This design comes from an exercise in tuning for small area on the open sky130 flow, not from production work. Function was checked by simulation only, so behaviour that the tests miss may differ from the original. No driver is modelled on the clock port, so clocking that relies on it looks cheaper here than on a real chip. Power and IR drop assume default switching activity.

==> flow/constraint.sdc <==
create_clock -name core_clock -period 9.0 [get_ports {clk}]
set_input_delay 1.8000 -clock core_clock [delete_from_list [all_inputs] [get_ports {clk}]]
set_output_delay 1.8000 -clock core_clock [all_outputs]
set_load 0.01 [all_outputs]
==> flow/standard.sh <==
#!/bin/bash
# synth_recipe.tcl (not shown) runs the flow's synth.tcl, then flattens the netlist and writes it again
# the make line also repeats each setting of config.mk as NAME=value (left out here)
make -C /OpenROAD-flow-scripts/flow DESIGN_CONFIG=/design/flow/config.mk WORK_HOME=/design/flow/orfs CLKGATE_MAP_FILE= SYNTH_SCRIPT=/design/flow/synth_recipe.tcl "${@:-finish}"
==> flow/flow/downsize.tcl <==
# Size every combinational cell from synthesis to the smallest-area cell of
# its family (same function and pins, another drive strength) whose
# max_capacitance covers the estimated load of its output net, with a 25%
# margin. The load estimate is the sinks' pin capacitance plus 5 fF of wire
# per sink. Flip-flops, tie, tap and fill cells are left alone.
set lib_file [lindex $::env(LIB_FILES) 0]
set tmp [file join $::env(OBJECTS_DIR) libinfo.tcl]
exec python3 [file join [file dirname [info script]] libinfo.py] $lib_file > $tmp
source $tmp

set db [ord::get_db]
set masters [dict create]
foreach lib [$db getLibs] {
  foreach m [$lib getMasters] {
    dict set masters [$m getName] $m
  }
}
set dont_use [list]
if { [info exists ::env(DONT_USE_CELLS)] } { set dont_use $::env(DONT_USE_CELLS) }

proc net_load { net } {
  set load 0.0
  foreach it [$net getITerms] {
    if { [$it isInputSignal] } {
      set cell [[[$it getInst] getMaster] getName]
      set pin [[$it getMTerm] getName]
      set c 0.0025
      if { [dict exists $::libinfo $cell pins $pin] } { set c [dict get $::libinfo $cell pins $pin] }
      set load [expr {$load + $c + 0.005}]
    }
  }
  foreach bt [$net getBTerms] { set load [expr {$load + 0.015}] }
  return $load
}

set n_swapped 0
foreach inst [[ord::get_db_block] getInsts] {
  set m [$inst getMaster]
  set name [$m getName]
  if { ![regexp {^(sky130_fd_sc_hd__([a-z0-9]+))_([0-9]+)$} $name -> base fam sz] } { continue }
  if { [regexp {^(df|edf|sdf|sedf|dl|conb|tap|fill|decap|diode|lpflow|probe)} $fam] } { continue }
  set load 0.0
  foreach it [$inst getITerms] {
    if { [$it isOutputSignal] && [$it getNet] ne "NULL" } {
      set load [expr {max($load, [net_load [$it getNet]])}]
    }
  }
  set best ""
  set best_area 1e9
  set best_cap 0
  foreach s {0 1 2 3 4 6 8 12 16} {
    set cand "${base}_$s"
    if { ![dict exists $masters $cand] || ![dict exists $::libinfo $cand] } { continue }
    if { [lsearch -exact $dont_use $cand] >= 0 } { continue }
    set a [dict get $::libinfo $cand area]
    set c [dict get $::libinfo $cand maxcap]
    if { $c * 0.75 < $load } { continue }
    if { $a < $best_area - 1e-6 || ($a < $best_area + 1e-6 && $c > $best_cap) } {
      set best $cand; set best_area $a; set best_cap $c
    }
  }
  if { $best ne "" && $best ne $name } {
    $inst swapMaster [dict get $masters $best]
    incr n_swapped
  }
}
puts "downsize.tcl: swapped $n_swapped instances"
==> flow/design.v <==
`default_nettype none
module reg_unit_hold (
  input  wire we,
  input  wire nwe,
  input  wire d,
  input  wire q,
  output wire y
);
  assign y = (we & d) | (nwe & q);
endmodule
module reg_unit_aoi222 (
  input  wire a, b, c, d, e, f,
  output wire y
);
  assign y = !((a & b) | (c & d) | (e & f));
endmodule
module reg_unit_nand4 (
  input  wire a, b, c, d,
  output wire y
);
  assign y = !(a & b & c & d);
endmodule
module reg_unit_nand3 (
  input  wire a, b, c,
  output wire y
);
  assign y = !(a & b & c);
endmodule
module reg_unit_aoi221 (
  input  wire a, b, c, d, e,
  output wire y
);
  assign y = !((a & b) | (c & d) | e);
endmodule
module reg_unit_rd (
  input  wire [31:1] sel,
  input  wire [31:1] x,
  output wire        y
);
  wire [8:0] w_t;
  wire [1:0] w_p;
  wire [1:0] w_u;
  for (genvar gk = 0; gk < 9; gk++) begin : g_t
    reg_unit_aoi222 u_t (
      .a(sel[3*gk+1]), .b(x[3*gk+1]),
      .c(sel[3*gk+2]), .d(x[3*gk+2]),
      .e(sel[3*gk+3]), .f(x[3*gk+3]),
      .y(w_t[gk])
    );
  end
  for (genvar gk = 0; gk < 2; gk++) begin : g_u
    reg_unit_nand4 u_p (
      .a(w_t[4*gk]), .b(w_t[4*gk+1]), .c(w_t[4*gk+2]), .d(w_t[4*gk+3]),
      .y(w_p[gk])
    );
    reg_unit_aoi221 u_u (
      .a(sel[28+2*gk]), .b(x[28+2*gk]),
      .c(sel[29+2*gk]), .d(x[29+2*gk]),
      .e(w_p[gk]),
      .y(w_u[gk])
    );
  end
  reg_unit_nand3 u_y (.a(w_u[0]), .b(w_u[1]), .c(w_t[8]), .y(y));
endmodule
module reg_unit_nand2 (
  input  wire a, b,
  output wire y
);
  assign y = !(a & b);
endmodule
module reg_unit_inv (
  input  wire a,
  output wire y
);
  assign y = !a;
endmodule
module reg_unit_hold1 (
  input  wire we1,
  input  wire nwe1,
  input  wire d,
  input  wire q,
  output wire y
);
  assign y = (q | we1) & (d | nwe1);
endmodule
module reg_unit #(
  parameter logic [31:0] SP_INIT = 32'h0000_0FFC,
  parameter bit          BYPASS  = 1'b0
) (
  input  wire        clk,
  input  wire        rst_n,
  input  wire        RUWr,
  input  wire  [4:0] rs1,
  input  wire  [4:0] rs2,
  input  wire  [4:0] rd,
  input  wire [31:0] DataWr,
  input  wire  [4:0] DbgAddr,
  output logic [31:0] RURs1,
  output logic [31:0] RURs2,
  output logic [31:0] DbgData
);
  logic [31:0] w_we;
  logic [31:0] w_nwe;
  logic        w_we1;     
  logic        w_nwe1;    
  logic [31:0] w_s1;
  logic [31:0] w_s2;
  logic [31:0] w_sd;
  logic [3:0]  w_lo1, w_lo2, w_lod, w_low;   
  logic [7:0]  w_hi1, w_hi2, w_hid, w_hiw;   
  logic [31:0] w_file [1:31];
  always_comb begin
    for (int j = 0; j < 4; j++) begin
      w_lo1[j] = (rs1[1:0] == 2'(j));
      w_lo2[j] = (rs2[1:0] == 2'(j));
      w_lod[j] = (DbgAddr[1:0] == 2'(j));
      w_low[j] = rst_n && RUWr && (rd[1:0] == 2'(j));
    end
    for (int k = 0; k < 8; k++) begin
      w_hi1[k] = (rs1[4:2] == 3'(k));
      w_hi2[k] = (rs2[4:2] == 3'(k));
      w_hid[k] = (DbgAddr[4:2] == 3'(k));
      w_hiw[k] = (rd[4:2] == 3'(k));
    end
  end
  generate
    for (genvar gi = 1; gi < 32; gi++) begin : g_sel
      logic w_nd;    
      logic w_t;     
      logic w_n1, w_n2, w_nd3;
      reg_unit_nand2 u_nd (.a(w_low[gi % 4]), .b(w_hiw[gi / 4]), .y(w_nd));
      reg_unit_inv   u_we (.a(w_nd), .y(w_we[gi]));
      reg_unit_nand2 u_t  (.a(w_nd), .b(rst_n), .y(w_t));
      reg_unit_inv   u_nw (.a(w_t), .y(w_nwe[gi]));
      reg_unit_nand2 u_n1 (.a(w_lo1[gi % 4]), .b(w_hi1[gi / 4]), .y(w_n1));
      reg_unit_inv   u_s1 (.a(w_n1), .y(w_s1[gi]));
      reg_unit_nand2 u_n2 (.a(w_lo2[gi % 4]), .b(w_hi2[gi / 4]), .y(w_n2));
      reg_unit_inv   u_s2 (.a(w_n2), .y(w_s2[gi]));
      reg_unit_nand2 u_n3 (.a(w_lod[gi % 4]), .b(w_hid[gi / 4]), .y(w_nd3));
      reg_unit_inv   u_sd (.a(w_nd3), .y(w_sd[gi]));
      if (gi == 2) begin : g_x2
        assign w_we1 = w_t;
      end
    end
  endgenerate
  assign w_we[0]  = 1'b0;
  assign w_nwe[0] = 1'b0;
  assign w_s1[0]  = 1'b0;
  assign w_s2[0]  = 1'b0;
  assign w_sd[0]  = 1'b0;
  reg_unit_nand2 u_nw1 (.a(w_we[2]), .b(rst_n), .y(w_nwe1));
  generate
    for (genvar gi = 1; gi < 32; gi++) begin : g_regs
      logic [31:0] r_x;
      logic [31:0] w_nxt;
      for (genvar gb = 0; gb < 32; gb++) begin : g_bit
        if (gi == 2 && SP_INIT[gb]) begin : g_one
          reg_unit_hold1 u_hold (
            .we1 (w_we1),
            .nwe1(w_nwe1),
            .d   (DataWr[gb]),
            .q   (r_x[gb]),
            .y   (w_nxt[gb])
          );
        end else begin : g_zero
          reg_unit_hold u_hold (
            .we (w_we[gi]),
            .nwe(w_nwe[gi]),
            .d  (DataWr[gb]),
            .q  (r_x[gb]),
            .y  (w_nxt[gb])
          );
        end
      end
      always_ff @(posedge clk) begin
        r_x <= w_nxt;
      end
      assign w_file[gi] = r_x;
    end
  endgenerate
  generate
    for (genvar gb = 0; gb < 32; gb++) begin : g_rd
      logic [31:1] w_col;
      for (genvar gi = 1; gi < 32; gi++) begin : g_col
        assign w_col[gi] = w_file[gi][gb];
      end
      reg_unit_rd u_rs1 (.sel(w_s1[31:1]), .x(w_col), .y(RURs1[gb]));
      reg_unit_rd u_rs2 (.sel(w_s2[31:1]), .x(w_col), .y(RURs2[gb]));
      reg_unit_rd u_dbg (.sel(w_sd[31:1]), .x(w_col), .y(DbgData[gb]));
    end
  endgenerate
endmodule
`default_nettype wire
==> flow/flow/libinfo.py <==
#!/usr/bin/env python3
"""Print a Tcl dict {cell {area A maxcap C}} for the platform's liberty file."""
import re
import sys

text = open(sys.argv[1]).read()
starts = [(m.start(), m.group(1)) for m in re.finditer(r'cell\s*\(\s*"?(\w+)"?\s*\)\s*\{', text)]
out = []
for k, (pos, name) in enumerate(starts):
    end = starts[k + 1][0] if k + 1 < len(starts) else len(text)
    body = text[pos:end]
    area = re.search(r'\barea\s*:\s*([\d.]+)', body)
    caps = [float(c) for c in re.findall(r'max_capacitance\s*:\s*([\d.]+)', body)]
    pins = []
    for pm in re.finditer(r'pin\s*\(\s*"?(\w+)"?\s*\)\s*\{', body):
        seg = body[pm.end():pm.end() + 3000]
        if re.search(r'direction\s*:\s*"?input', seg[:800]):
            cap = re.search(r'\bcapacitance\s*:\s*([\d.]+)', seg)
            if cap:
                pins.append(f"{pm.group(1)} {cap.group(1)}")
    out.append(f"{name} {{area {area.group(1) if area else 0} maxcap {min(caps) if caps else 0} pins {{{' '.join(pins)}}}}}")
print("set ::libinfo [dict create " + " ".join(out) + "]")
==> flow/config.mk <==
export PLATFORM = sky130hd
export DESIGN_NAME = reg_unit
export DESIGN_NICKNAME = reg_unit
export VERILOG_FILES = /design/flow/design.v
export SDC_FILE = /design/flow/constraint.sdc
export NUM_CORES = 8
export LEC_CHECK = 0
export CAP_MARGIN = 10
export CORE_MARGIN = 2
export CORE_UTILIZATION = 30
export SLEW_MARGIN = 10
export SYNTH_HIERARCHICAL = 1
==> flow/flow/post_cts.tcl <==
set ladder {sky130_fd_sc_hd__clkbuf_2 sky130_fd_sc_hd__clkbuf_4 sky130_fd_sc_hd__clkbuf_8 sky130_fd_sc_hd__clkbuf_16}
set limit 0.100
for {set iter 0} {$iter < 4} {incr iter} {
  estimate_parasitics -placement
  set n 0
  foreach cell [get_cells *] {
    set ref [get_property $cell ref_name]
    set k [lsearch -exact $ladder $ref]
    if { $k < 0 || $k == [llength $ladder] - 1 } { continue }
    set worst 0.0
    foreach opin [get_pins -of_objects $cell -filter "direction==output"] {
      foreach net [get_nets -quiet -of_objects $opin] {
        foreach p [get_pins -quiet -of_objects $net -filter "direction==input"] {
          if { [get_property $p lib_pin_name] ne "CLK" } { continue }
          set s [get_property $p slew_max]
          if { $s > $worst } { set worst $s }
        }
      }
    }
    if { $worst > $limit } {
      replace_cell $cell [lindex $ladder [expr {$k + 1}]]
      incr n
    }
  }
  puts "post_cts.tcl: iteration $iter upsized $n clock buffers"
  if { $n == 0 } { break }
}
detailed_placement
estimate_parasitics -placement
==> flow/flow/run.sh <==
#!/bin/bash
# Own layout flow: the standard synthesis, then ORFS from floorplan to
# finish with area-oriented settings:
#  - every combinational cell from synthesis is sized to the smallest cell of
#    its family that can drive its net (flow/downsize.tcl, before floorplan);
#  - port buffers are buf_1;
#  - CTS with clkbuf_4 only, sink clusters of 10 within 40 um, no dummy
#    loads; then clock buffers whose sinks see over 100 ps slew are upsized.
# Each step's full output goes to a log file in this folder; ORFS's own logs
# are under orfs/logs/.
set -euo pipefail
W=$PWD
bash standard.sh synth > "$W/log_synth.txt" 2>&1
bash standard.sh \
  PRE_FLOORPLAN_TCL="$W/flow/downsize.tcl" \
  BUFFER_PORTS_ARGS="-buffer_cell sky130_fd_sc_hd__buf_1" \
  CTS_ARGS="-sink_clustering_enable -repair_clock_nets -dont_use_dummy_load -buf_list sky130_fd_sc_hd__clkbuf_4 -sink_clustering_size 10 -sink_clustering_max_diameter 40" \
  POST_CTS_TCL="$W/flow/post_cts.tcl" \
  "${RUN_TARGET:-finish}" > "$W/log_layout.txt" 2>&1
==> summary.txt, run 1 <==
* Outcome: complete, no violations
* Skew-Pair Late Insertion Delay at 1.13 ns
* Biggest register: g_regs.r_x
* Ratio of cells with drive above 1 in the final layout at 8.913%
* Area taken by multi-input logic gates at 21630 sq um
* HPWL Detailed at 132.6 mm
* Initial antenna violation count at 19
* Largest net degree at the start of global routing at 37
* CP Data Arrival Time at 5.09 ns
* Req. time, crit path at 7.20 ns
* Io pins at 151
* Max FO, Critical Path at 32
* Power Density at 161.2 nW/um^2
* Drt initial violations at 15960
* Setup violations, final at 0
* Storage element area at 19860 sq um
* Initial core utilization at 30.19%
* Via count at 48170
* Overall routed net length at 237.1 mm
* First-pass GRT wire length at 326.7 mm
* Fmax at 0.1451 GHz
* DRC at 0
* WL per Instance at 40.14 um
* Via density at 8.153
* Regs by FF count: g_regs.r_x (992)
* Final Hold Viols at 0
* Total track usage at 31.01%
* GR Overflow Total at 0
* Via count of the first global-routing pass at 43390
* Final Hold Slack at 0.5271 ns
* Setup TNS Final at 0 ns
* CTS tree: yes
* Gp weighted congestion at 0.9529
* Tot Pwr at 7.529 mW
* Max VDD drop at 103.6 uV
* CTS sink count at 992
* Syn_nets at 3742
* Final ANT Viol Nets at 0
* Crit share post-route at 76.56%
* Minimum clock period at 6.891 ns
* Fill cell count at 14050
* Unrepaired setup endpoints after global routing: no
* Maxcap violations at 0
* Startpoint types: input pin
* Cell count after synthesis at 3687
* Slew margin rel. at 12.30%
* Yosys warns at 8
* Pre-CTS setup slack at 2.545 ns
* HP Class: reg2reg
* DR pass1 iterations at 21
* Die area at 143300 sq um
* Die width at 378.5 um
* Final WS setup at 2.109 ns
* NumNets Final at 4085
* IO buf count at 150
* Slew Viols, Final at 0
* Measured slew at the worst slew-check pin at 1.314 ns
* Clock skew at 0 ns
* Max FFs per register at 992
* Worst Setup End Kind: output pin
* Core area at 139400 sq um
* Die Span Y at 378.5 um
* WS Path Type: in2out
* Rows at 137
* Clock transition at the registers of the reported paths at 0.07 ns
* Leak at 16.16 nW
[cells in the final DEF, fill, tap and decap left out, drive strengths merged, types with 6 or more instances in the layout]
| cell | instances |
|---|---|
| nor3b | 12 |
| dfxtp | 992 |
| a221oi | 192 |
| nor2b | 6 |
| clkbuf | 158 |
| a22o | 982 |
| o22a | 10 |
| inv | 155 |
| nand4 | 192 |
| buf | 183 |
| nand3 | 96 |
| and3b | 12 |
| nand2 | 156 |
| a222oi | 864 |
[path summary, 6_finish.rpt]
kind                 startpoint  depth (start not counted)  slack, ns                  to
min reg2reg  g_regs[14].r_x[29]                          1       0.53  g_regs[14].r_x[29]
min          g_regs[14].r_x[29]                          1       0.53  g_regs[14].r_x[29]
max reg2reg    g_regs[2].r_x[5]                          1       8.29    g_regs[2].r_x[5]
max                  DbgAddr[0]                          9       2.11         DbgData[15]
[routing by layer]
metal	routed length (um)	GRT usage, %	vias up
li1	-	-	18250
met1	83700	39.22	23050
met2	91170	42.68	5416
met3	44410	14.93	1437
met4	17590	16.85	20
met5	284	1.063	-
[worst max-delay path, stage by stage]
cell and delay, ns:
buf_1 0.13, and2_1 0.29, nand2_1 0.16, inv_2 0.39, a222oi_1 0.51, nand4_1 0.15, a221oi_1 0.87, nand3_1 0.47
buf_1 0.25
[power breakdown]
group	internal, mW	leakage (nW)	switching (mW)
combinational	0.0671	7.38	0.450
clock	0.937	0.780	1.62
sequential	4.42	8.00	0.0359
[cell type report]
| type | count | share of cell area (%) |
|---|---|---|
| flip-flops and latches | 992 | 42.52 |
| diodes | 4 | 0.02143 |
| inverters | 155 | 1.246 |
| clock buffers | 146 | 2.909 |
| well taps | 1876 | 5.025 |
| multi-input cells | 2540 | 46.32 |
| repair buffers | 195 | 1.961 |
[stage by stage]
stage,cells,util (%),cell area [sq um]
after floorplan,3687,-,42080
after global placement,5758,32.53,45340
after detailed placement,5758,32.53,45340
after global routing,5906,33.51,46700
final,5908,33.52,46710
==> run 2, diff against run 1 <==
==> flow/flow/run.sh (replaced) <==
#!/bin/bash
# Own layout flow: the standard synthesis, then ORFS from floorplan to
# finish with area-oriented settings:
#  - every combinational cell is sized to the smallest cell of its family
#    that can drive its net (flow/size.tcl), before floorplan on estimated
#    loads and again before the post-placement repair_design on placement
#    parasitics (this also sizes the port buffers);
#  - port buffers are buf_1 before that sizing;
#  - CTS with clkbuf_4 only, sink clusters of 10 within 40 um, no dummy
#    loads; then clock buffers whose sinks see over 100 ps slew are upsized
#    (flow/post_cts.tcl).
# Each step's full output goes to a log file in this folder; ORFS's own logs
# are under orfs/logs/.
set -euo pipefail
W=$PWD
bash standard.sh synth > "$W/log_synth.txt" 2>&1
bash standard.sh \
  PRE_FLOORPLAN_TCL="$W/flow/size.tcl" \
  PRE_RESIZE_TCL="$W/flow/size.tcl" \
  BUFFER_PORTS_ARGS="-buffer_cell sky130_fd_sc_hd__buf_1" \
  CTS_ARGS="-sink_clustering_enable -repair_clock_nets -dont_use_dummy_load -buf_list sky130_fd_sc_hd__clkbuf_4 -sink_clustering_size 10 -sink_clustering_max_diameter 40" \
  POST_CTS_TCL="$W/flow/post_cts.tcl" \
  "${RUN_TARGET:-finish}" > "$W/log_layout.txt" 2>&1
==> flow/flow/size.tcl (new file) <==
# Size every combinational cell to the smallest-area cell of its family
# (same function and pins, another drive strength) whose max_capacitance,
# less a 25% margin, covers the load of its output net. Before placement the
# load is estimated as the sinks' pin capacitance plus 5 fF of wire per sink;
# once the design is placed it is the placement-parasitics estimate.
# Flip-flops, tie, tap and fill cells are left alone. repair_design later
# fixes whatever this leaves, and detailed placement legalizes the sizes.
set lib_file [lindex $::env(LIB_FILES) 0]
set tmp [file join $::env(OBJECTS_DIR) libinfo.tcl]
if { ![file exists $tmp] } {
  exec python3 [file join [file dirname [info script]] libinfo.py] $lib_file > $tmp
}
source $tmp

set db [ord::get_db]
set block [ord::get_db_block]
set masters [dict create]
foreach lib [$db getLibs] {
  foreach m [$lib getMasters] {
    dict set masters [$m getName] $m
  }
}
set dont_use [list]
if { [info exists ::env(DONT_USE_CELLS)] } { set dont_use $::env(DONT_USE_CELLS) }

set ::placed 0
foreach inst [$block getInsts] {
  if { [$inst isPlaced] } { set ::placed 1 }
  break
}
if { $::placed } {
  estimate_parasitics -placement
  set ::scene [sta::cmd_scene]
}

proc net_load { net } {
  global placed scene ;# set at the top level of this script
  if { $placed } {
    set snet [get_nets -quiet [$net getName]]
    if { $snet ne "" } {
      return [expr {[sta::Net_capacitance $snet $scene max] * 1e12}]
    }
  }
  set load 0.0
  foreach it [$net getITerms] {
    if { [$it isInputSignal] } {
      set cell [[[$it getInst] getMaster] getName]
      set pin [[$it getMTerm] getName]
      set c 0.0025
      if { [dict exists $::libinfo $cell pins $pin] } { set c [dict get $::libinfo $cell pins $pin] }
      set load [expr {$load + $c + 0.005}]
    }
  }
  foreach bt [$net getBTerms] { set load [expr {$load + 0.015}] }
  return $load
}

set n_swapped 0
foreach inst [$block getInsts] {
  set m [$inst getMaster]
  set name [$m getName]
  if { ![regexp {^(sky130_fd_sc_hd__([a-z0-9]+))_([0-9]+)$} $name -> base fam sz] } { continue }
  if { [regexp {^(df|edf|sdf|sedf|dl|conb|tap|fill|decap|diode|lpflow|probe)} $fam] } { continue }
  set load 0.0
  foreach it [$inst getITerms] {
    if { [$it isOutputSignal] && [$it getNet] ne "NULL" } {
      set load [expr {max($load, [net_load [$it getNet]])}]
    }
  }
  set best ""
  set best_area 1e9
  set best_cap 0
  foreach s {0 1 2 3 4 6 8 12 16} {
    set cand "${base}_$s"
    if { ![dict exists $masters $cand] || ![dict exists $::libinfo $cand] } { continue }
    if { [lsearch -exact $dont_use $cand] >= 0 } { continue }
    set a [dict get $::libinfo $cand area]
    set c [dict get $::libinfo $cand maxcap]
    if { $c * 0.75 < $load } { continue }
    if { $a < $best_area - 1e-6 || ($a < $best_area + 1e-6 && $c > $best_cap) } {
      set best $cand; set best_area $a; set best_cap $c
    }
  }
  if { $best ne "" && $best ne $name } {
    $inst swapMaster [dict get $masters $best]
    incr n_swapped
  }
}
puts "size.tcl: swapped $n_swapped instances"
removed: flow/flow/downsize.tcl
==> summary.txt, run 2 <==
* Max VDD drop at 75.81 uV (-27%)
* Biggest register: g_regs.r_x
* Rows at 137 (unchanged)
* Io pins at 151 (unchanged)
* Final Hold Viols at 0 (unchanged)
* Regs by FF count: g_regs.r_x (992)
* Ratio of cells with drive above 1 in the final layout at 8.594% (-0.32 points)
* Setup TNS Final at 0 ns (unchanged)
* Minimum clock period at 7.361 ns (+0.4708 ns)
* Leak at 16.06 nW (-0.63%)
* HP Class: reg2reg
* First-pass GRT wire length at 325.5 mm (-0.37%)
* Skew-Pair Late Insertion Delay at 1.08 ns (-0.05 ns)
* IO buf count at 150 (unchanged)
* Startpoint types: input pin
* Initial antenna violation count at 21 (+2)
* Cell count after synthesis at 3687 (unchanged)
* Unrepaired setup endpoints after global routing: no
* Worst Setup End Kind: output pin
* DR pass1 iterations at 23 (+9.5%)
* Gp weighted congestion at 0.9529 (unchanged)
* Tot Pwr at 7.439 mW (-1.2%)
* Outcome: complete, no violations
* CP Data Arrival Time at 5.56 ns (+0.47 ns)
* Max FFs per register at 992 (unchanged)
* Yosys warns at 8 (unchanged)
* Initial core utilization at 30.19% (unchanged)
* CTS sink count at 992 (unchanged)
* Slew Viols, Final at 0 (unchanged)
* Total track usage at 30.98% (-0.034 points)
* Clock transition at the registers of the reported paths at 0.04 ns (-0.03 ns)
* Core area at 139400 sq um (unchanged)
* GR Overflow Total at 0 (unchanged)
* Maxcap violations at 0 (unchanged)
* CTS tree: yes
* Die width at 378.5 um (unchanged)
* NumNets Final at 4083 (-0.049%)
* Commonest non-fill, non-tap cell in the layout: dfxtp_1
* WS Path Type: in2out
* Clock skew at 0 ns (unchanged)
* Storage element area at 19860 sq um (unchanged)
* Final ANT Viol Nets at 0 (unchanged)
* Setup violations, final at 0 (unchanged)
* Largest net degree at the start of global routing at 37 (unchanged)
* Slew margin rel. at 9.080% (-3.2 points)
* Max FO, Critical Path at 19 (-41%)
* Drt initial violations at 15870 (-0.51%)
* Crit share post-route at 81.79% (+5.2 points)
* Die area at 143300 sq um (unchanged)
* DRC at 0 (unchanged)
* WL per Instance at 39.97 um (-0.41%)
* Area taken by multi-input logic gates at 21630 sq um (unchanged)
* Fill cell count at 14010 (-0.31%)
* Fmax at 0.1358 GHz (-6.4%)
* Final Hold Slack at 0.5263 ns (-0.0008830 ns)
* Syn_nets at 3742 (unchanged)
* Req. time, crit path at 7.20 ns (about the same)
* Most frequent cells in the layout: dfxtp_1 (992), a22o_1 (982), a222oi_1 (864)
* Power Density at 159.9 nW/um^2 (-0.79%)
* Overall routed net length at 236.3 mm (-0.35%)
* Die Span Y at 378.5 um (unchanged)
* Measured slew at the worst slew-check pin at 1.364 ns (+0.05018 ns)
* Via count at 48200 (+0.058%)
* Worst R2R Setup Slack at 8.31 ns (+0.02 ns)
* HPWL Detailed at 132.4 mm (-0.15%)
* Via density at 8.152 (about the same)
* Fin util at 33.38% (-0.14 points)
* Via count of the first global-routing pass at 43720 (+0.77%)
## run 2: report_power, final
| group | switching, mW | internal [mW] | total, mW |
|---|---|---|---|
| logic | 0.447 | 0.0631 | 0.511 |
| clock network | 1.60 | 0.877 | 2.47 |
| registers | 0.0358 | 4.42 | 4.45 |
## run 2: through the flow
| step | instances | cell area, sq um | setup WS, ns |
|---|---|---|---|
| floorplan | 3687 | 42080 | 4.124 |
| global placement | 5758 | 45340 | 2.446 |
| detailed placement | 5758 | 45220 | 2.113 |
| global route | 5908 | 46510 | 1.828 |
| finish | 5912 | 46520 | 1.639 |
## run 2: worst max-delay path, cell delays in order
cell      delay (ns)
buf_1           0.20
nor2b_1         0.59
nand2_1         0.23
inv_2           0.61
buf_1           0.86
a222oi_1        0.31
nand4_1         0.28
a221oi_1        0.09
nand3_1         0.37
buf_1           0.20
## run 2: layout make-up
type                       instances  share of cell area [%]
clock buffer                     144                   2.741
antenna                           10                 0.05380
multi-input combinational       2540                   46.51
timing repair buffer             195                   1.697
inverter                         155                   1.261
tap                             1876                   5.046
sequential                       992                   42.69
## run 2: worst paths after layout
kind,start,end,depth (start not counted)
hold / removal,g_regs[30].r_x[31],g_regs[30].r_x[31],1
setup / recovery,rs2[1],RURs2[7],10
setup reg to reg,g_regs[2].r_x[8],g_regs[2].r_x[8],1
hold reg to reg,g_regs[30].r_x[31],g_regs[30].r_x[31],1
## run 2: metal layers
layer / share of wire, % / wire [um] / global-route usage [%] / vias up
met3: 19 / 44390 / 14.58 / 1425
li1: - / - / - / 18280
met5: 0.17 / 408 / 1.509 / -
met1: 35 / 83480 / 39.11 / 22960
met2: 39 / 91040 / 42.48 / 5509
met4: 7.2 / 17010 / 17.79 / 22
==> run 3, diff against run 2 <==
--- a/flow/design.v
+++ b/flow/design.v
@@ -68,6 +68,12 @@
 );
   assign y = !(a & b);
 endmodule
+module reg_unit_and3 (
+  input  wire a, b, c,
+  output wire y
+);
+  assign y = a & b & c;
+endmodule
 module reg_unit_inv (
   input  wire a,
   output wire y
@@ -107,7 +113,9 @@
   logic [31:0] w_s2;
   logic [31:0] w_sd;
   logic [3:0]  w_lo1, w_lo2, w_lod, w_low;   
-  logic [7:0]  w_hi1, w_hi2, w_hid, w_hiw;   
+  logic [3:0]  w_md1, w_md2, w_mdd;          
+  logic [1:0]  w_tp1, w_tp2, w_tpd;          
+  logic [7:0]  w_hiw;                        
   logic [31:0] w_file [1:31];
   always_comb begin
     for (int j = 0; j < 4; j++) begin
@@ -116,10 +124,17 @@
       w_lod[j] = (DbgAddr[1:0] == 2'(j));
       w_low[j] = rst_n && RUWr && (rd[1:0] == 2'(j));
     end
+    for (int j = 0; j < 4; j++) begin
+      w_md1[j] = (rs1[3:2] == 2'(j));
+      w_md2[j] = (rs2[3:2] == 2'(j));
+      w_mdd[j] = (DbgAddr[3:2] == 2'(j));
+    end
+    for (int k = 0; k < 2; k++) begin
+      w_tp1[k] = (rs1[4] == 1'(k));
+      w_tp2[k] = (rs2[4] == 1'(k));
+      w_tpd[k] = (DbgAddr[4] == 1'(k));
+    end
     for (int k = 0; k < 8; k++) begin
-      w_hi1[k] = (rs1[4:2] == 3'(k));
-      w_hi2[k] = (rs2[4:2] == 3'(k));
-      w_hid[k] = (DbgAddr[4:2] == 3'(k));
       w_hiw[k] = (rd[4:2] == 3'(k));
     end
   end
@@ -127,17 +142,13 @@
     for (genvar gi = 1; gi < 32; gi++) begin : g_sel
       logic w_nd;    
       logic w_t;     
-      logic w_n1, w_n2, w_nd3;
       reg_unit_nand2 u_nd (.a(w_low[gi % 4]), .b(w_hiw[gi / 4]), .y(w_nd));
       reg_unit_inv   u_we (.a(w_nd), .y(w_we[gi]));
       reg_unit_nand2 u_t  (.a(w_nd), .b(rst_n), .y(w_t));
       reg_unit_inv   u_nw (.a(w_t), .y(w_nwe[gi]));
-      reg_unit_nand2 u_n1 (.a(w_lo1[gi % 4]), .b(w_hi1[gi / 4]), .y(w_n1));
-      reg_unit_inv   u_s1 (.a(w_n1), .y(w_s1[gi]));
-      reg_unit_nand2 u_n2 (.a(w_lo2[gi % 4]), .b(w_hi2[gi / 4]), .y(w_n2));
-      reg_unit_inv   u_s2 (.a(w_n2), .y(w_s2[gi]));
-      reg_unit_nand2 u_n3 (.a(w_lod[gi % 4]), .b(w_hid[gi / 4]), .y(w_nd3));
-      reg_unit_inv   u_sd (.a(w_nd3), .y(w_sd[gi]));
+      reg_unit_and3  u_s1 (.a(w_lo1[gi % 4]), .b(w_md1[(gi / 4) % 4]), .c(w_tp1[gi / 16]), .y(w_s1[gi]));
+      reg_unit_and3  u_s2 (.a(w_lo2[gi % 4]), .b(w_md2[(gi / 4) % 4]), .c(w_tp2[gi / 16]), .y(w_s2[gi]));
+      reg_unit_and3  u_sd (.a(w_lod[gi % 4]), .b(w_mdd[(gi / 4) % 4]), .c(w_tpd[gi / 16]), .y(w_sd[gi]));
       if (gi == 2) begin : g_x2
         assign w_we1 = w_t;
       end
==> flow/flow/run.sh (replaced) <==
#!/bin/bash
# Own layout flow: the standard synthesis, then ORFS from floorplan to
# finish with area-oriented settings:
#  - every combinational cell is sized to the smallest cell of its family
#    that can drive its net (flow/size.tcl), before floorplan on estimated
#    loads and again before the post-placement repair_design on placement
#    parasitics (this also sizes the port buffers);
#  - port buffers are buf_1 before that sizing;
#  - CTS with clkbuf_4 only, sink clusters of 14 within 80 um, no dummy
#    loads; then clock buffers whose sinks see over 105 ps slew are upsized
#    (flow/post_cts.tcl).
# Each step's full output goes to a log file in this folder; ORFS's own logs
# are under orfs/logs/.
set -euo pipefail
W=$PWD
bash standard.sh synth > "$W/log_synth.txt" 2>&1
bash standard.sh \
  PRE_FLOORPLAN_TCL="$W/flow/size.tcl" \
  PRE_RESIZE_TCL="$W/flow/size.tcl" \
  BUFFER_PORTS_ARGS="-buffer_cell sky130_fd_sc_hd__buf_1" \
  CTS_ARGS="-sink_clustering_enable -repair_clock_nets -dont_use_dummy_load -buf_list sky130_fd_sc_hd__clkbuf_4 -sink_clustering_size 14 -sink_clustering_max_diameter 80" \
  POST_CTS_TCL="$W/flow/post_cts.tcl" \
  "${RUN_TARGET:-finish}" > "$W/log_layout.txt" 2>&1
--- a/flow/flow/post_cts.tcl
+++ b/flow/flow/post_cts.tcl
@@ -1,5 +1,5 @@
 set ladder {sky130_fd_sc_hd__clkbuf_2 sky130_fd_sc_hd__clkbuf_4 sky130_fd_sc_hd__clkbuf_8 sky130_fd_sc_hd__clkbuf_16}
-set limit 0.100
+set limit 0.105
 for {set iter 0} {$iter < 4} {incr iter} {
   estimate_parasitics -placement
   set n 0
==> summary.txt, run 3 <==
* Worst r2r src: g_regs[5].r_x[23]
* Leak at 15.52 nW (-3.3%)
* Hold endpoint: g_regs[11].r_x[3]
* Top Family by Delay on Critical Path: compound AO/OA/AOI/OAI gates
* Drt initial violations at 14210 (-10%)
* Clock skew at 0 ns (unchanged)
* Sw Pwr at 2.043 mW (-1.8%)
* Largest net degree at the start of global routing at 37 (unchanged)
* Syn_nets at 3640 (-2.7%)
* DR pass1 iterations at 20 (-13%)
* HPWL Detailed at 127.4 mm (-3.8%)
* Critical Path, Cell by Cell: buf_1 > and2_1 > and3_2 > buf_1 > a222oi_1 > nand4_1 > a221oi_1 > nand3_1 > buf_1
* Commonest non-fill, non-tap cell in the layout: dfxtp_1
* HP Class: reg2reg
* Slew margin rel. at 2.771% (-6.3 points)
* GR Overflow Total at 0 (unchanged)
* Clock transition at the registers of the reported paths at 0.09 ns (+0.05 ns)
* Ratio of cells with drive above 1 in the final layout at 7.124% (-1.5 points)
* Yosys warns at 8 (unchanged)
* Overall routed net length at 243.0 mm (+2.8%)
* DRC at 0 (unchanged)
* Critical Path Stages at 9 (-1)
* Register share of total power at 61.2% (+1.3 points)
* Regs by FF count: g_regs.r_x (992)
* Slew Viols, Final at 0 (unchanged)
* Worst R2R Setup Slack at 8.33 ns (+0.02 ns)
* Total track usage at 31.74% (+0.76 points)
* CP max stage delay at 1.06 ns (+0.20 ns)
* Startpoint types: input pin
* Initial core utilization at 30.26% (+0.068 points)
* Gp weighted congestion at 0.9422 (-1.1%)
* Cell mode on critical path: buf_1
* Cell count after synthesis at 3585 (-2.8%)
* Fmax at 0.1295 GHz (-4.7%)
* Via density at 8.267 (+1.4%)
* Io pins at 151 (unchanged)
* Die width at 379.2 um (+0.17%)
* Initial antenna violation count at 18 (-14%)
* R2r endpoint: g_regs[5].r_x[23]
* Outcome: complete, no violations
* P_int at 5.239 mW (-2.3%)
* Slowest cell on the critical path: a221oi_1
* CTS sink count at 992 (unchanged)
* IO buf count at 150 (unchanged)
* WS Path Type: in2out
* WL per Instance at 42.42 um (+6.1%)
* Measured slew at the worst slew-check pin at 1.458 ns (+0.09463 ns)
* Power Density at 157.7 nW/um^2 (-1.4%)
* Final ANT Viol Nets at 0 (unchanged)
* HP Start: g_regs[11].r_x[3]
* First-pass GRT wire length at 330.8 mm (+1.7%)
* Setup violations, final at 0 (unchanged)
* Sw Share at 28.06% (+0.10 points)
* Die Span Y at 379.2 um (+0.17%)
* Max FFs per register at 992 (unchanged)
* Bufs and invs on worst path at 3 (-1)
* Crit share post-route at 85.82% (+4.0 points)
* Setup TNS Final at 0 ns (unchanged)
* Clock share of power at 31.7% (-1.6 points)
* Req. time, crit path at 7.20 ns (about the same)
* Combinational share of power at 7.2% (+0.3 points)
* NumNets Final at 3903 (-4.4%)
* CP Data Arrival Time at 5.92 ns (+0.36 ns)
* Maxcap violations at 0 (unchanged)
* Minimum clock period at 7.724 ns (+0.3621 ns)
* Skew-Pair Late Insertion Delay at 1.03 ns (-0.05 ns)
* Via count of the first global-routing pass at 43240 (-1.1%)
* Biggest register: g_regs.r_x
* Core area at 139500 sq um (+0.12%)
* Unrepaired setup endpoints after global routing: no
* Rows at 137 (unchanged)
* Tot Pwr at 7.282 mW (-2.1%)
* Most frequent cells in the layout: dfxtp_1 (992), a22o_1 (982), a222oi_1 (864)
* Final Hold Viols at 0 (unchanged)
* Die area at 143800 sq um (+0.34%)
* FF-to-FF path depth at 1 (unchanged)
* Worst Setup End Kind: output pin
* WHS Path Cells at 1 (unchanged)
* CTS tree: yes
* Via count at 47360 (-1.7%)
* Max VDD drop at 92.14 uV (+22%)
* Max FO, Critical Path at 18 (-1)
run 3: cell type report:
| class | instances | area, sq um |
|---|---|---|
| fill | 14070 | 93360 |
| multi-input combinational | 2528 | 21910 |
| sequential | 992 | 19860 |
| tap | 1876 | 2347 |
| clock buffer | 81 | 1064 |
| timing repair buffer | 180 | 726.9 |
| inverter | 65 | 254.0 |
| antenna | 6 | 15.01 |
run 3: worst max path at each step:
stage | startpoint | end | slack (ns)
after global placement | DbgAddr[4] | DbgData[0] | 2.16
final | rs1[0] | RURs1[0] | 1.28
after detailed placement | rs2[0] | RURs2[0] | 1.94
after floorplan | DbgAddr[0] | DbgData[0] | 4.00
after global routing | DbgAddr[0] | DbgData[0] | 1.51
run 3: power by group through the flow:
stage / logic [mW] / clock network [mW] / registers [mW]
2_1_floorplan: 0.174 / 0 / 4.54
3_3_place_gp: 0.480 / 0 / 4.55
3_5_place_dp: 0.475 / 0 / 4.55
5_1_grt: 0.502 / 2.43 / 4.46
6_report: 0.522 / 2.31 / 4.45
run 3: layer usage:
| layer | GRT usage [%] | vias to the layer above | wire length, um |
|---|---|---|---|
| met2 | 43.52 | 5379 | 93400 |
| met5 | 0.06861 | - | 150 |
| met1 | 39.79 | 22680 | 84840 |
| met3 | 15.63 | 1378 | 46200 |
| met4 | 18.18 | 26 | 18400 |
| li1 | - | 17900 | - |
run 3: metrics by stage:
stage	util [%]	hold slack (ns)	cell area, sq um	setup slack, ns	std cells
floorplan	-	0.4815	42220	4.005	3585
finish	33.09	0.5314	46170	1.276	5728
detailed placement	32.32	0.5024	45090	1.944	5641
global placement	32.52	0.4948	45370	2.160	5641
global route	33.09	0.5479	46170	1.510	5728
==> run 4, diff against run 3 <==
--- a/flow/config.mk
+++ b/flow/config.mk
@@ -5,8 +5,9 @@
 export SDC_FILE = /design/flow/constraint.sdc
 export NUM_CORES = 8
 export LEC_CHECK = 0
-export CAP_MARGIN = 10
+export CAP_MARGIN = 20
 export CORE_MARGIN = 2
 export CORE_UTILIZATION = 30
-export SLEW_MARGIN = 10
+export GPL_TIMING_DRIVEN = 0
+export SLEW_MARGIN = 20
 export SYNTH_HIERARCHICAL = 1
==> summary.txt, run 4 <==
* Outcome: complete, no violations
* Leak at 15.43 nW (-0.58%)
* Rows at 137 (unchanged)
* Die Span Y at 379.2 um (unchanged)
* Hold endpoint: g_regs[8].r_x[18]
* WL per Instance at 42.17 um (-0.59%)
* Area taken by multi-input logic gates at 21950 sq um (+0.21%)
* Largest net degree at the start of global routing at 37 (unchanged)
* Placed Cells at 5611 (-0.53%)
* Commonest non-fill, non-tap cell in the layout: dfxtp_1
* Yosys warns at 8 (unchanged)
* HPWL Detailed at 123.8 mm (-2.8%)
* Maxcap violations at 0 (unchanged)
* Crit path launch: rs1[4]
* Minimum clock period at 7.487 ns (-0.2362 ns)
* Core area at 139500 sq um (unchanged)
* Drt initial violations at 14490 (+1.9%)
* GR Overflow Total at 0 (unchanged)
* Cell count after synthesis at 3585 (unchanged)
* Slew margin rel. at 6.906% (+4.1 points)
* Fill cell count at 14120 (+0.36%)
* Worst R2R Setup Slack at 8.32 ns (about the same)
* CP Data Arrival Time at 5.69 ns (-0.23 ns)
* Slowest cell on the critical path: a221oi_1
* Clock transition at the registers of the reported paths at 0.09 ns (about the same)
* Cell mode on critical path: buf_1
* WS Path Type: in2out
* Via density at 8.347 (+0.96%)
* Max FFs per register at 992 (unchanged)
* Clock skew at 0 ns (unchanged)
* Critical Path, Cell by Cell: buf_1 > inv_2 > and3_2 > a222oi_1 > nand4_1 > a221oi_1 > nand3_1 > buf_1
* Skew-Pair Late Insertion Delay at 1.05 ns (+0.02 ns)
* HP Start: g_regs[8].r_x[18]
* CTS sink count at 992 (unchanged)
* DRC at 0 (unchanged)
* Power Density at 158.5 nW/um^2 (+0.48%)
* R2r endpoint: g_regs[2].r_x[5]
* Fin util at 33.04% (-0.053 points)
* Initial antenna violation count at 20 (+2)
* NumNets Final at 3872 (-0.79%)
* Via count of the first global-routing pass at 43270 (+0.090%)
* Non-filler instance count after layout at 5700 (-0.49%)
* Overall routed net length at 240.4 mm (-1.1%)
* Storage element area at 19860 sq um (unchanged)
* Via count at 47580 (+0.47%)
* Biggest register: g_regs.r_x
* Met1 Resource Use GR at 39.00% (-0.79 points)
* Slew Viols, Final at 0 (unchanged)
* Total track usage at 31.29% (-0.45 points)
* Final WS setup at 1.513 ns (+0.2362 ns)
* First-pass GRT wire length at 327.3 mm (-1.1%)
* Io pins at 151 (unchanged)
* Tot Pwr at 7.305 mW (+0.32%)
* IO buf count at 150 (unchanged)
* Unrepaired setup endpoints after global routing: no
* CP max stage delay at 0.85 ns (-0.21 ns)
* Setup TNS Final at 0 ns (unchanged)
* HP Class: reg2reg
* Initial core utilization at 30.26% (unchanged)
* Ratio of cells with drive above 1 in the final layout at 7.130% (about the same)
* Req. time, crit path at 7.20 ns (about the same)
* Pre-CTS setup slack at 2.020 ns (+0.07616 ns)
* WHS Path Cells at 1 (unchanged)
* Gp weighted congestion at 0.9616 (+2.1%)
* Worst r2r src: g_regs[2].r_x[5]
* Most frequent cells in the layout: dfxtp_1 (992), a22o_1 (982), a222oi_1 (864)
* Setup violations, final at 0 (unchanged)
* Met2 Resource Use GR at 42.96% (-0.56 points)
* CTS tree: yes
* Worst Setup End Kind: output pin
* Startpoint types: input pin
* Crit share post-route at 83.19% (-2.6 points)
* Regs by FF count: g_regs.r_x (992)
* Syn_nets at 3640 (unchanged)
* Die area at 143800 sq um (unchanged)
* Max FO, Critical Path at 32 (+14)
* Final Hold Viols at 0 (unchanged)
* DR pass1 iterations at 15 (-25%)
* Fmax at 0.1336 GHz (+3.2%)
* Measured slew at the worst slew-check pin at 1.396 ns (-0.06202 ns)
* GR Util met3 at 16.48% (+0.86 points)
* Most Used Layer, Global Route: met2
* FF-to-FF path depth at 1 (unchanged)
* Max VDD drop at 95.23 uV (+3.4%)
* Die width at 379.2 um (unchanged)
* Final ANT Viol Nets at 0 (unchanged)
==> run 4: metal layers <==
metal | vias to the layer above | wire length (um)
li1 | 17850 | -
met1 | 22680 | 84750
met2 | 5527 | 92630
met3 | 1494 | 45510
met4 | 30 | 17220
met5 | - | 257
==> run 4: how the worst max path moves through the flow <==
stage	slack [ns]	cells past startpoint	end
final	1.51	8	RURs1[6]
after global routing	1.55	8	RURs1[6]
after detailed placement	2.02	8	RURs1[6]
after global placement	1.89	8	DbgData[6]
after floorplan	4.00	6	DbgData[0]
==> run 4: layout make-up <==
class                   count  area share, %
inverters                  65         0.5320
well taps                1876          5.092
diodes                      9        0.04885
clock buffers              80          2.315
multi-input cells        2528          47.62
repair buffers            150          1.311
flip-flops and latches    992          43.08
==> run 4: where the power goes <==
| part | internal, mW | total [mW] | switching, mW | leakage (nW) |
|---|---|---|---|---|
| clock | 0.761 | 2.33 | 1.57 | 0.562 |
| sequential | 4.42 | 4.45 | 0.0342 | 8.00 |
| combinational | 0.0624 | 0.522 | 0.460 | 6.87 |
| total | 5.24 | 7.31 | 2.06 | 15.4 |
==> run 4: critical path, delay by kind of cell <==
| kind | cells | cell delay (ns) |
|---|---|---|
| buffers and inverters | 3 | 0.93 |
| AOI/OAI and AO/OA | 2 | 1.37 |
| and+or+nand+nor | 3 | 1.53 |
==> run 4: per-stage QoR <==
step	area, sq um	hold WS, ns
after global routing	46090	0.5431
after floorplan	42220	0.4815
after global placement	45130	0.4947
after detailed placement	44960	0.5015
final	46100	0.5309

what the ideal ports hide:
In the flow no input, the clock included, has a driving cell. The finished layouts below were timed again as built, in two steps. Step 1 assumes that a clkbuf_16 drives the clock port and a buf_2 every other input. Step 2, shift: input delay + t, output delay - t, t = (earliest + latest rising clock arrival at the registers) / 2. This alone moves slack from input paths to output paths. Three values: no drivers, after step 1, after step 2; two values: the first two.
run | t, ns | setup WS [ns] | worst setup path after step 2 | latest minus earliest clock arrival (ns)
run 1 | 1.200 | 2.109 / 2.072 / 2.072 | input to output | 0.153 / 0.153
run 2 | 1.148 | 1.639 / 1.587 / 1.587 | input to output | 0.179 / 0.179
run 3 | 1.097 | 1.276 / 1.253 / 1.253 | input to output | 0.074 / 0.074
run 4 | 1.107 | 1.513 / 1.402 / 1.402 | input to output | 0.083 / 0.083
After both steps setup and hold are still met in every run listed. The setup slack of run 4, which loses most, moves by -0.111 ns with the drivers and by -0.111 ns with both steps.
